What follows belongs to an exercise in optimizing a design on an open flow for small area, a short achievable clock period and few clock cycles; a production flow would make more cautious choices.
In this exercise RTL edits were held to simulation tests only and were not proved equivalent to the original.
No activity file was given, so power comes from the tool's default toggle rates.

## flow/design.v (module list and top-level ports; edited modules follow where they fit)
// module mp_fa: 10 lines
// module mp_mul16_cs: 673 lines
// module mp_csa16_28: 780 lines
// module mp_engine: 244 lines
module mp_engine (
    input  logic               clock,
    input  logic               reset_n,
    input  logic               load_write,
    input  logic               load_target,
    input  mp_pkg::dict_addr_t load_addr,
    input  mp_pkg::sample_t    load_data,
    input  logic               start,
    output logic               done,
    input  mp_pkg::atom_addr_t x_read_addr,
    output mp_pkg::coef_t      x_read_data
);
  // ...
==> flow/flow/run.sh <==
#!/bin/bash
set -euo pipefail
cd "$(dirname "$0")/.."
bash standard.sh SETUP_SLACK_MARGIN=6.4 finish > flow_make.log 2>&1
==> flow/standard.sh <==
#!/bin/bash
# synth_recipe.tcl (not shown) runs the flow's synth.tcl, then flattens the netlist and writes it again
# the make line also repeats each setting of config.mk as NAME=value (left out here)
make -C /OpenROAD-flow-scripts/flow DESIGN_CONFIG=/design/flow/config.mk WORK_HOME=/design/flow/orfs CLKGATE_MAP_FILE= SYNTH_SCRIPT=/design/flow/synth_recipe.tcl "${@:-finish}"
==> flow/config.mk <==
export PLATFORM = sky130hd
export DESIGN_NAME = mp_engine
export DESIGN_NICKNAME = mp_engine
export VERILOG_FILES = /design/flow/design.v
export SDC_FILE = /design/flow/constraint.sdc
export NUM_CORES = 4
export LEC_CHECK = 0
export CAP_MARGIN = 20
export CORE_MARGIN = 2
export CORE_UTILIZATION = 55
export SLEW_MARGIN = 20
export SYNTH_HIERARCHICAL = 1
export SYNTH_MINIMUM_KEEP_SIZE = 0
==> flow/constraint.sdc <==
create_clock -name core_clock -period 10.0 [get_ports {clock}]
set_input_delay 2.0000 -clock core_clock [delete_from_list [all_inputs] [get_ports {clock}]]
set_output_delay 2.0000 -clock core_clock [all_outputs]
set_load 0.01 [all_outputs]
==> summary.md, run 1 <==
| Metric | Value |
|---|---|
| # IOs | `65` |
| P_sw | `19.1 mW` |
| Fin. Hold Viols | `0` |
| Final worst slack | `6.18 ns` |
| Hold_sp | `upd_sel$_SDFF_PN0_` |
| Post-Syn Area per Cell | `between 10 and 15 um2` |
| Commonest cells in the netlist | `2943 x dfxtp_1, 2181 x mux2_2, 2045 x fa_1` |
| TritonCTS clock tree | `built` |
| Top cell category | `multi-input gates` |
| FF-to-FF End | `csy_q[1][18]$_DFF_P_` |
| CTS Sinks | `between 3000 and 4000` |
| Congestion Overflow GR | `0` |
| R2R Setup Slk | `approximately 6 ns` |
| N_diodes | `33` |
| Seq group | `around 17 mW` |
| Buffers excl. clock | `between 600 and 700` |
| CTS buffer count | `roughly 370` |
| RSZ-0062 raised after global routing | `true` |
| Site Rows | `210` |
| DR vias | `about 110k` |
| Syn Nets | `16900` |
| Status | `timing/DRC/antenna clean` |
| Critical path required time | `10.88 ns` |
| Fin crit share | `0.382` |
| Drt pass-1 iters | `8` |
| Clk Tree Root Cell | `clkbuf_16` |
| Grt met3 use | `0.0747` |
| Final GP Congestion | `1.03` |
| Final wirelength | `between 500 and 600 mm` |
| Met1 wire length | `around 230 mm` |
Testbench counts, summed over its fixed seeds: cycles 11,264.
==> inputs of run 2 (changes only) <==
--- a/flow/config.mk
+++ b/flow/config.mk
@@ -9,3 +9,4 @@
 export CORE_MARGIN = 2
-export CORE_UTILIZATION = 55
+export CORE_UTILIZATION = 62
+export CTS_CLUSTER_SIZE = 30
 export SLEW_MARGIN = 20
==> run 2 against run 1 <==
Against the previous run: still clean; sequential share of layout area rose by 0.10 points; sequential power hardly changed; cell count fell by 2.4%; non-clock buffer count is 13 higher; final area fell by 0.30%; synthesized cell count unchanged; combinational power about the same; critical endpoint is now csy_q[3][19]$_DFF_P_; largest cell class unchanged; highest routed layer unchanged.
==> summary.md, run 2 <==
| Metric | Value |
|---|---|
| Worst Max-Slew Pin Slew | `1.40 ns` |
| DRT antenna net count | `0` |
| Layout Nets | `approximately 17000` |
| Filler cell count | `around 21000` |
| Post-layout util | `0.690` |
| FMAX | `~260 MHz` |
| Worst vdd ir | `0.000871 V` |
| Synth Cell Area | `181000 um2` |
| Hold path depth | `0` |
| DRC viols | `0` |
| R2R Setup Slk | `6.19 ns (about the same)` |
| Setup Crit Path Kind | `reg -> reg` |
| Sequential cell area fraction in the yosys report | `0.405` |
| Slew HR | `0.0665` |
| Syn Inst Count | `roughly 14000` |
| Top cells by area, synth | `dfxtp_1 33%, fa_1 23%, mux2_2 14%, edfxtp_1 7.9%, and2_1 4.6%` |
| Slowest Stage Delay on Critical Path | `roughly 0.55 ns` |
| Worst Setup End Kind | `register` |
| Iteration-0 DRC Markers | `10700` |
| # IOs | `65 (unchanged)` |
| Mux share of post-synthesis cell area | `0.137` |
| Mean routed wirelength per cell | `about 30 um` |
| Fin. Hold Viols | `0 (unchanged)` |
| Die W | `between 500 and 600 um` |
| Commonest non-fill, non-tap cell in the layout | `dfxtp_1` |
| RSZ-0062 raised after global routing | `true` |
| Gr usage total | `0.370` |
| Crit path max fanout | `4` |
| Path depth of the worst reg2reg path | `8` |
| Dpl hpwl | `378 mm` |
| Post-Syn Area per Cell | `12.6 um2 (unchanged)` |
| DR vias | `110000 (+1.7%)` |
| Max Slew Vio Count | `0` |
| Post-synth top flop | `dfxtp_1` |
| Die area | `between 200000 and 300000 um2` |
| Maximum number of pins on one net before global-route repair | `80` |
| Avg Vias per Cell | `between 6 and 7` |
| Clk_skew | `~0.064 ns` |
| Synth area leader | `dfxtp_1` |
| Post-synth EDFFs | `475` |
| Hold Buf Count CTS | `0` |
| Most frequent cells in the layout | `2662 x dfxtp_1, 2177 x mux2_2, 1474 x fa_1, 1255 x and2_1, 979 x nand2_1` |
| Arrival time worst endpoint | `4.62 ns` |
| Core area | `291000 um2` |
| Final wirelength | `550 mm (-0.92%)` |
| Critical path required time | `10.81 ns (-0.07 ns)` |
| Final GP Congestion | `1.01 (-1.7%)` |
| CTS clk-pin slew, worst paths | `0.06 ns` |
| Area delta synth->final | `10.8%` |
| TritonCTS clock tree | `built` |
| Combinational family with the most area after synthesis | `adder cells` |
| Syn Nets | `16900 (unchanged)` |
| Largest regs | `dict (2048), csx_q (224), csy_q (224)` |
| Post-synthesis adder-cell area fraction | `0.255` |
| Reg2reg start | `ra[3][5]$_DFFE_PP_` |
| Count leader, synth | `dfxtp_1` |
| Congestion Overflow GR | `0 (unchanged)` |
| Initial antenna violation count | `33` |
| Synth Area in XOR/XNOR | `0.00929` |
| Cell mode on critical path | `fa_2` |
| Fin crit share | `0.381 (-0.000868)` |
| Port-buffer cells | `64` |
| Clock Tree Buf Depth | `4` |
| Layout cells sized above 1 | `0.352` |
| Post-synth top area share | `0.326` |
| P_leak | `approximately 88 nW` |
| Slowest-stage cell, CP | `fa_2` |
| Ys async rst share | `0` |
| Initial Util | `0.622` |
| Critical Path, Cell by Cell | `buf_6, and2_4, fa_2, fa_2, fa_2, fa_2, fa_2, fa_2` |
| CTS Sinks | `3418 (unchanged)` |
| Startpoint Class | `register` |
| Post-Synth Simple-Gate Area | `0.104` |
| Vias in the first global route | `~120k` |
| Worst Hold Path EP | `first_3$_DFF_P_` |
| FF-to-FF End | `csy_q[3][19]$_DFF_P_` |
| Worst Hold Class | `reg -> reg` |
| Compound-cell area share of the yosys netlist | `0.0344` |
| Clk Tree Root Cell | `clkbuf_16` |
| CTS buffer count | `356 (-3.0%)` |
| DIE HEIGHT | `~540 um` |
| Status | `timing/DRC/antenna clean` |
| Number of flip-flops in the largest register | `~2000` |
| Hold_sp | `first_2$_DFF_P_` |
| Min cycle time layout | `roughly 3.8 ns` |
| Max Cap Violations | `0` |
| Most flop-heavy register | `dict` |
| P per Cell Area | `about 260 nW/um2` |
| Yosys Warn Count | `31` |
| Setup_tns | `0 ns` |
| Clock Latency Late Sink | `between 0.9 and 1 ns` |
| Finish-stage setup viols | `0` |
| Site Rows | `198 (-5.7%)` |
| H-tree depth | `5` |
| Commonest cells in the netlist | `2943 x dfxtp_1, 2181 x mux2_2, 2045 x fa_1` |
| Yosys cell types | `around 110` |
| Drt pass-1 iters | `8 (unchanged)` |
| Register bit total from synthesis | `3418` |
| First-pass GRT wire length | `around 790 mm` |
run 2: cell counts after synthesis:
No cell type changed its count.
run 2: area by class of cell:
class | instances | area, um2 | share of cell area
inverter | 394 | 1510 | 0.00755
clock inverter | 155 | 2090 | 0.0104
clock buffer | 502 | 10300 | 0.0515
antenna | 28 | 70.1 | 0.000349
timing repair buffer | 686 | 6890 | 0.0344
tap | 3900 | 4880 | 0.0243
timing repair inverter | 1 | 5.00 | 0.0000250
sequential | 3418 | 73800 | 0.368
multi-input combinational | 9241 | 101000 | 0.503
run 2: repair_timing:
| action | 4_1_cts | 5_1_grt |
|---|---|---|
| hold endpoints to repair | 0 | 0 |
| gates resized for setup | 798 | 403 |
| setup endpoints to repair | 968 | 394 |
| buffers inserted | 305 | 97 |
| cloned | 7 | 7 |
| pin swaps | 268 | 382 |
run 2: routing by layer:
metal / vias up / track usage / part of all wire
met5: - / 0 / 0.00016
met4: 14 / 0.203 / 0.063
met3: 1409 / 0.0878 / 0.097
met2: 5492 / 0.549 / 0.43
met1: 57000 / 0.504 / 0.40
li1: 46400 / - / -
run 2: how the worst max path moves through the flow:
stage,start,endpoint
after floorplan,ra[0][9]$_DFFE_PP_,csy_q[0][17]$_DFF_P_
after global placement,best_key[19]$_DFFE_PP_,bq[4][7]$_DFF_P_
after detailed placement,best_key[9]$_DFFE_PP_,bq[2][4]$_DFF_P_
after CTS,ra[7][2]$_DFFE_PP_,csy_q[7][15]$_DFF_P_
after global routing,csy_q[1][5]$_DFF_P_,ra[1][13]$_DFFE_PP_
final,ra[3][5]$_DFFE_PP_,csy_q[3][19]$_DFF_P_
run 2: metrics by stage:
step / hold slack [ns] / area (um2) / total power, mW / worst slack, ns / cells
after global placement: 0.311 / 181000 / 35.8 / 4.92 / 17200
after CTS: 0.302 / 198000 / 51.2 / 6.21 / 18200
final: 0.305 / 200000 / 52.3 / 6.19 / 18300
after detailed placement: 0.319 / 181000 / 36.1 / 4.92 / 17200
after floorplan: 0.310 / 182000 / 32.4 / 6.31 / 14400
after global routing: 0.305 / 200000 / 54.2 / 6.10 / 18300
run 2: worst max-delay path, delay by kind of cell, from the launching register on:
family	cells	cell delay, ns
simple gates	1	0.13
fa+ha+maj	6	2.81
buf+inv	1	0.19
flops	1	0.53
run 2: logic make-up (layout without fill, tap and decap cells):
| logic type | after synthesis | count (layout) |
|---|---|---|
| buffers and inverters | 1703 | 1738 |
| DFF | 3418 | 3418 |
| other | 17 | 45 |
| and+or+nand+nor | 3439 | 3439 |
| muxes | 2206 | 2206 |
| adders and majority gates | 2464 | 2464 |
| xor gates and xnor gates | 191 | 191 |
| AOI/OAI and AO/OA | 924 | 924 |
run 2: Yosys stat by module, one instance, submodules excluded:
module / cell area (um2) / flip-flops and latches / copies in the design / cells
mp_fa: 20.0 / 0 / 1922 / 1
mp_mul16_cs: 2490 / 0 / 8 / 354
mp_engine: 122000 / 3418 / 1 / 9544
mp_csa16_28: 520 / 0 / 1 / 64
run 2: power by group:
part	switching (mW)	leakage (nW)	internal, mW
combinational	11.8	53.7	9.25
sequential	1.61	28.3	15.6
clock	5.82	6.11	8.18
total	19.2	88.2	33.1

==> re-timing with driven ports <==
The flow's constraints put no driver on any port. The routed layouts listed below were extracted and timed again, unchanged, in two steps.
Step 1 sets driving cells, clkbuf_16 on the clock port and buf_2 on the other inputs (assumed; they add their load-dependent delay and slew).
Step 2, shift: input delay + t, output delay - t, t = (earliest + latest rising clock arrival at the registers) / 2. This alone moves slack from input paths to output paths.
Slacks: ideal ports / drivers / drivers and shift; pairs: ideal ports / drivers.
run | t, ns | setup WS [ns] | hold slack, ns | worst setup path after step 2 | worst slew at a driven data input, ns
run 1 | 1.042 | 6.181 / 6.181 / 5.820 | 0.325 / 0.325 / 0.325 | input to register | 0.14
run 2 | 1.036 | 6.190 / 6.190 / 5.889 | 0.305 / 0.305 / 0.305 | input to register | 0.05
After both steps setup and hold are still met in every run listed. The setup slack of run 1, which loses most, moves by 0.000 ns with the drivers and by -0.361 ns with both steps.
